This design comes from an exercise in tuning for small area, a short achievable clock period and few clock cycles on the open sky130 flow, not from production work. Where RTL was checked, it was by simulation tests only, not by an equivalence proof against the original. No driver is modelled on the clock port, so clock power and skew are understated where the tree is cut down; a real chip needs a root buffer or a tree. Power figures rest on the tool's default switching activity, not on a simulated workload.

Design conv_input_feeder, start of the top module:
module conv_input_feeder (
    input  logic                          i_clk,
    input  logic                          i_rst,
    input  logic                          i_start,
    input  logic [23:0]                   i_geom,
    output logic                          o_rd_en,
    output logic [15:0]                   o_rd_addr,
    input  logic [63:0]                   i_rd_data,
    output logic [81:0]                   o_feed,
    output logic                          o_busy,
    output logic                          o_done
);
==> module conv_input_feeder, before the edit <==
module conv_input_feeder (
    input  logic                          i_clk,
    input  logic                          i_rst,
    input  logic                          i_start,
    input  logic [23:0]                   i_geom,
    output logic                          o_rd_en,
    output logic [15:0]                   o_rd_addr,
    input  logic [63:0]                   i_rd_data,
    output logic [81:0]                   o_feed,
    output logic                          o_busy,
    output logic                          o_done
);
    logic        busy;
    logic        idle;        
    logic        rd_en;
    logic        done;
    logic        mode_a;      
    logic        mode_b;      
    logic [2:0]  p8;
    logic [7:0]  g_h;         
    logic [7:0]  g_c;         
    logic [15:0] raddr;       
    logic        op_prod;     
    logic        op_run;
    logic        op_neg;
    logic        op_cin;
    logic        gen;         
    logic [7:0]  cw;          
    logic        row0;        
    logic        z2;          
    logic [3:1]  ed;          
    logic [7:6]  ed_hi;
    logic [8:1]  vd;          
    logic [8:0]  en;          
    logic        last;
    logic [31:0] s0, s2;      
    logic [15:0] s1;
    logic        accept;
    logic        e0;
    logic        z2_nx;
    logic        busy_nx;
    logic        mode_a_nx;
    logic        mode_b_nx;
    logic [2:0]  p8_nx;
    logic [2:0]  p8_inc;
    logic        mode_a_go;
    logic        mode_b_go;
    logic [7:0]  cw_dec;
    logic [15:0] add_b;
    logic [16:0] raddr_sum;
    logic [15:0] prod;        
    logic [15:0] prod_add;
    logic [15:0] quarter;
    assign accept    = i_start && idle;
    assign e0        = gen ? (p8 == 3'd7 && cw == 8'd0) : 1'b1;
    assign z2_nx     = (p8 == 3'd6) ? (g_h == 8'd1) : z2;
    assign busy_nx   = accept || (busy && !last);
    assign cw_dec    = cw - 8'd1;
    assign p8_inc    = p8 + 3'd1;
    assign p8_nx     = accept ? 3'd3 : p8_inc;
    assign mode_a_go = mode_a && p8 != 3'd1;
    assign mode_b_go = mode_b ? p8 != 3'd1 : (mode_a && p8 == 3'd1);
    assign mode_a_nx = accept || mode_a_go;
    assign mode_b_nx = !accept && mode_b_go;
    always_ff @(posedge i_clk) begin
        if (i_rst) begin
            busy   <= 1'b0;
            idle   <= 1'b1;
            rd_en  <= 1'b0;
            done   <= 1'b0;
            mode_a <= 1'b0;
            mode_b <= 1'b0;
            gen    <= 1'b0;
            vd     <= '0;
            last   <= 1'b0;
        end else begin
            busy   <= busy_nx;
            idle   <= !busy_nx;
            rd_en  <= accept || busy;
            done   <= last;
            last   <= vd[7] && !vd[6];
            vd     <= {vd[7:1], gen};
            mode_a <= mode_a_nx;
            mode_b <= mode_b_nx;
            if (mode_b && p8 == 3'd7) begin
                gen <= 1'b1;
            end else if (gen && p8 == 3'd7 && cw == 8'd0 && g_h == 8'd1) begin
                gen <= 1'b0;
            end
        end
    end
    always_ff @(posedge i_clk) begin
        p8 <= p8_nx;
        if (idle) begin
            g_h <= i_geom[23:16];
        end else if (gen && p8 == 3'd7 && cw == 8'd0) begin
            g_h <= g_h - 8'd1;
        end
        if (idle) begin
            g_c <= {i_geom[6:0], 1'b0};
        end else if (mode_a) begin
            g_c <= {g_c[6:0], 1'b0};
        end else if (mode_b && !gen) begin
            g_c <= cw_dec;
        end
        if (idle) begin
            cw <= i_geom[15:8];
        end else if (mode_b && p8 == 3'd7) begin
            cw   <= cw_dec;
        end else if (gen && p8 == 3'd7) begin
            cw <= (cw == 8'd0) ? g_c : cw_dec;
        end
        op_prod <= mode_b_go && g_h[p8_inc - 3'd2];
        op_run  <= !mode_a_go && !mode_b_go;
        op_neg  <= p8_inc[0] ^ p8_inc[1];
        op_cin  <= !mode_a_go && !mode_b_go &&
                   (p8_inc == 3'd0 || p8_inc == 3'd1 || p8_inc == 3'd3 ||
                    p8_inc == 3'd4 || p8_inc == 3'd6);
        raddr <= raddr_sum[16:1];
    end
    assign add_b = ({16{op_prod}} & prod)
                 | ({16{op_run}} & ({{8{op_neg}}, g_c ^ {8{op_neg}}}));
    assign raddr_sum = {raddr & {16{!mode_a}}, 1'b1} + {add_b, op_cin};
    assign prod     = s2[15:0];
    assign prod_add = {prod[14:0], 1'b0} + (g_c[7] ? {8'd0, cw} : 16'd0);
    assign o_rd_addr = raddr;
    assign o_rd_en   = rd_en;
    always_ff @(posedge i_clk) begin
        if (mode_b && p8 == 3'd7) begin
            row0 <= 1'b1;
        end else if (gen && p8 == 3'd7 && cw == 8'd0) begin
            row0 <= 1'b0;
        end
        ed    <= {ed[2:1], e0};
        ed_hi <= {ed_hi[6], !en[5]};
        if (p8 == 3'd6) z2 <= (g_h == 8'd1);
        en[0] <= !(e0    || row0);
        en[1] <= !row0;
        en[2] <= !(ed[1] || row0);
        en[3] <= !ed[3];
        en[4] <= 1'b1;
        en[5] <= en[3];
        en[6] <= !(ed_hi[6] || z2_nx);
        en[7] <= !z2_nx;
        en[8] <= !(ed_hi[7] || z2_nx);
    end
    always_comb begin
        case (p8[2:1])
            2'd0:    quarter = i_rd_data[63:48];
            2'd1:    quarter = i_rd_data[15:0];
            2'd2:    quarter = i_rd_data[31:16];
            default: quarter = i_rd_data[47:32];
        endcase
    end
    always_ff @(posedge i_clk) begin
        s1[15:8] <= quarter[15:8];
        s1[7:0]  <= p8[0] ? quarter[7:0] : s1[15:8];
        s0[31:24] <= p8[2] ? i_rd_data[63:56] : i_rd_data[31:24];
        if (p8[1:0] == 2'd0) s0[23:0] <= p8[2] ? i_rd_data[55:32] : i_rd_data[23:0];
        else                 s0[23:0] <= s0[31:8];
        s2[31:24] <= p8[2] ? i_rd_data[31:24] : i_rd_data[63:56];
        if (p8[1:0] == 2'd2) s2[23:16] <= p8[2] ? i_rd_data[23:16] : i_rd_data[55:48];
        else                 s2[23:16] <= s2[31:24];
        if (idle)                  s2[15:0] <= i_geom[7] ? {8'd0, i_geom[15:8]} : 16'd0;
        else if (mode_a)           s2[15:0] <= prod_add;
        else if (mode_b)           s2[15:0] <= {prod[14:0], 1'b0};
        else if (p8[1:0] == 2'd2)  s2[15:0] <= p8[2] ? i_rd_data[15:0] : i_rd_data[47:32];
        else                       s2[15:0] <= s2[23:8];
    end
    logic [71:0] taps;
    always_comb begin
        for (int j = 0; j < 3; j++) begin
            taps[(0+j)*8 +: 8] = s0[7:0] & {8{en[0+j]}};
            taps[(3+j)*8 +: 8] = s1[7:0] & {8{en[3+j]}};
            taps[(6+j)*8 +: 8] = s2[7:0] & {8{en[6+j]}};
        end
    end
    assign o_feed = {vd, gen, taps, last};
    assign o_busy = busy;
    assign o_done = done;
endmodule
Settings: LEC_CHECK=0, CAP_MARGIN=20, CORE_MARGIN=2, CORE_UTILIZATION=40, SLEW_MARGIN=20, BUFFER_PORTS_ARGS=-buffer_cell sky130_fd_sc_hd__buf_2, PRE_CTS_TCL=/design/flow/flow/manual_cts.tcl, MAN_CTS_LEAVES=8, MAN_CTS_MIDS=4, MAN_CTS_LEAF_CELL=sky130_fd_sc_hd__clkbuf_16, MAN_CTS_MID_CELL=sky130_fd_sc_hd__clkbuf_8, MAN_SIZE_OUTPUTS=1; clock period 10.0 ns.
standard.sh (not shown) runs the stock make flow with config.mk's settings and CLKGATE_MAP_FILE= SYNTH_SCRIPT=/design/flow/synth_recipe.tcl, a recipe that flattens the netlist after the stock synthesis.
==> flow/flow/run.sh <==
#!/bin/bash
# The standard layout (standard.sh, unchanged synthesis) with two changes:
#  - the port buffers are buf_2 instead of the delay cells buffer_ports
#    picks by default;
#  - clock tree: manual_cts.tcl replaces TritonCTS's H-tree with a balanced
#    two-level tree (the port drives 4 clkbuf_8, each driving 2 clkbuf_16
#    that drive one eighth of the registers, split by position).
# The tool output goes to standard.log in this folder.
set -euo pipefail
here=$(pwd)
{
  echo 'export BUFFER_PORTS_ARGS = -buffer_cell sky130_fd_sc_hd__buf_2'
  echo "export PRE_CTS_TCL = $here/flow/manual_cts.tcl"
  echo 'export MAN_CTS_LEAVES = 8'
  echo 'export MAN_CTS_MIDS = 4'
  echo 'export MAN_CTS_LEAF_CELL = sky130_fd_sc_hd__clkbuf_16'
  echo 'export MAN_CTS_MID_CELL = sky130_fd_sc_hd__clkbuf_8'
  echo 'export MAN_SIZE_OUTPUTS = 1'
} >> "$FLOW_CONFIG"
bash standard.sh > standard.log 2>&1
Other scripts of this flow, unchanged in this note and not shown: flow/flow/manual_cts.tcl
Then changed:
--- a/flow/design.v
+++ b/flow/design.v
@@ -337,6 +337,8 @@
     logic [2:0]  p8;
     logic [7:0]  g_h;         
     logic [7:0]  g_c;         
+    logic [7:0]  acc;         
+    logic [8:0]  mul_sum;
     logic [15:0] raddr;       
     logic        op_prod;     
     logic        op_run;
@@ -367,7 +369,6 @@
     logic [15:0] add_b;
     logic [16:0] raddr_sum;
     logic [15:0] prod;        
-    logic [15:0] prod_add;
     logic [15:0] quarter;
     assign accept    = i_start && idle;
     assign e0        = gen ? (p8 == 3'd7 && cw == 8'd0) : 1'b1;
@@ -415,11 +416,14 @@
             g_h <= g_h - 8'd1;
         end
         if (idle) begin
-            g_c <= {i_geom[6:0], 1'b0};
+            acc <= i_geom[0] ? {1'b0, i_geom[15:9]} : 8'd0;
+            g_c <= {i_geom[0] & i_geom[8], i_geom[7:1]};
         end else if (mode_a) begin
-            g_c <= {g_c[6:0], 1'b0};
-        end else if (mode_b && !gen) begin
-            g_c <= cw_dec;
+            acc <= mul_sum[8:1];
+            g_c <= {mul_sum[0], g_c[7:1]};
+        end else if (mode_b) begin
+            acc <= {acc[6:0], g_c[7]};
+            g_c <= (p8 == 3'd1) ? cw : {g_c[6:0], 1'b0};
         end
         if (idle) begin
             cw <= i_geom[15:8];
@@ -439,8 +443,8 @@
     assign add_b = ({16{op_prod}} & prod)
                  | ({16{op_run}} & ({{8{op_neg}}, g_c ^ {8{op_neg}}}));
     assign raddr_sum = {raddr & {16{!mode_a}}, 1'b1} + {add_b, op_cin};
-    assign prod     = s2[15:0];
-    assign prod_add = {prod[14:0], 1'b0} + (g_c[7] ? {8'd0, cw} : 16'd0);
+    assign prod     = {acc, g_c};
+    assign mul_sum  = {1'b0, acc} + (g_c[0] ? {1'b0, cw} : 9'd0);
     assign o_rd_addr = raddr;
     assign o_rd_en   = rd_en;
     always_ff @(posedge i_clk) begin
@@ -477,13 +481,8 @@
         if (p8[1:0] == 2'd0) s0[23:0] <= p8[2] ? i_rd_data[55:32] : i_rd_data[23:0];
         else                 s0[23:0] <= s0[31:8];
         s2[31:24] <= p8[2] ? i_rd_data[31:24] : i_rd_data[63:56];
-        if (p8[1:0] == 2'd2) s2[23:16] <= p8[2] ? i_rd_data[23:16] : i_rd_data[55:48];
-        else                 s2[23:16] <= s2[31:24];
-        if (idle)                  s2[15:0] <= i_geom[7] ? {8'd0, i_geom[15:8]} : 16'd0;
-        else if (mode_a)           s2[15:0] <= prod_add;
-        else if (mode_b)           s2[15:0] <= {prod[14:0], 1'b0};
-        else if (p8[1:0] == 2'd2)  s2[15:0] <= p8[2] ? i_rd_data[15:0] : i_rd_data[47:32];
-        else                       s2[15:0] <= s2[23:8];
+        if (p8[1:0] == 2'd2) s2[23:0] <= p8[2] ? i_rd_data[23:0] : i_rd_data[55:32];
+        else                 s2[23:0] <= s2[31:8];
     end
     logic [71:0] taps;
     always_comb begin
Outcome:
- The new run went through all stages and came out clean
- flip-flop and latch count goes up by 8
- die area increases by 1.7%
- wire length came out higher by 1.8%
- power went up by 11%
- combinational power grows by 19%
- area after synthesis grows by 1.8%
- maximum frequency rises by 3.2%
- cell area is higher by 1.9%
- sequential power is higher by about 7%
- first-iteration DRC count drops by 6.0%
- worst setup slack improves by 0.095 ns
- utilization rose by 0.43 points
- register-to-register slack improves by 0.04 ns
Testbench counts after the change, summed over its fixed seeds: cycles 61,088.
No functional check of the RTL was part of the first run of this note. In every run of this note, the design's own scripts or RTL, not TritonCTS, make the clock network.

[what the ideal ports hide]
How much do the figures lean on ideal ports? The routed layouts below were timed once more, with nothing changed but the port constraints. Step 1, drivers: a clkbuf_16 drives i_clk and a buf_2 each remaining input, both assumed. Step 2, shift: input delay + t, output delay - t, t = (earliest + latest rising clock arrival at the registers) / 2. This alone moves slack from input paths to output paths. a / b / c = no drivers / after step 1 / after step 2; a / b = the first two.
run | t (ns) | setup WS [ns] | hold slack, ns | worst register clock-pin slew, ns
the first run | 0.362 | 6.909 / 6.834 / 6.669 | 0.348 / 0.348 / 0.348 | 0.09 / 0.09
the second run | 0.371 | 7.004 / 6.926 / 7.012 | 0.333 / 0.333 / 0.333 | 0.09 / 0.09
After both steps setup and hold are still met in every run listed. The setup slack of the first run, which loses most, moves by -0.075 ns with the drivers and by -0.240 ns with both steps.
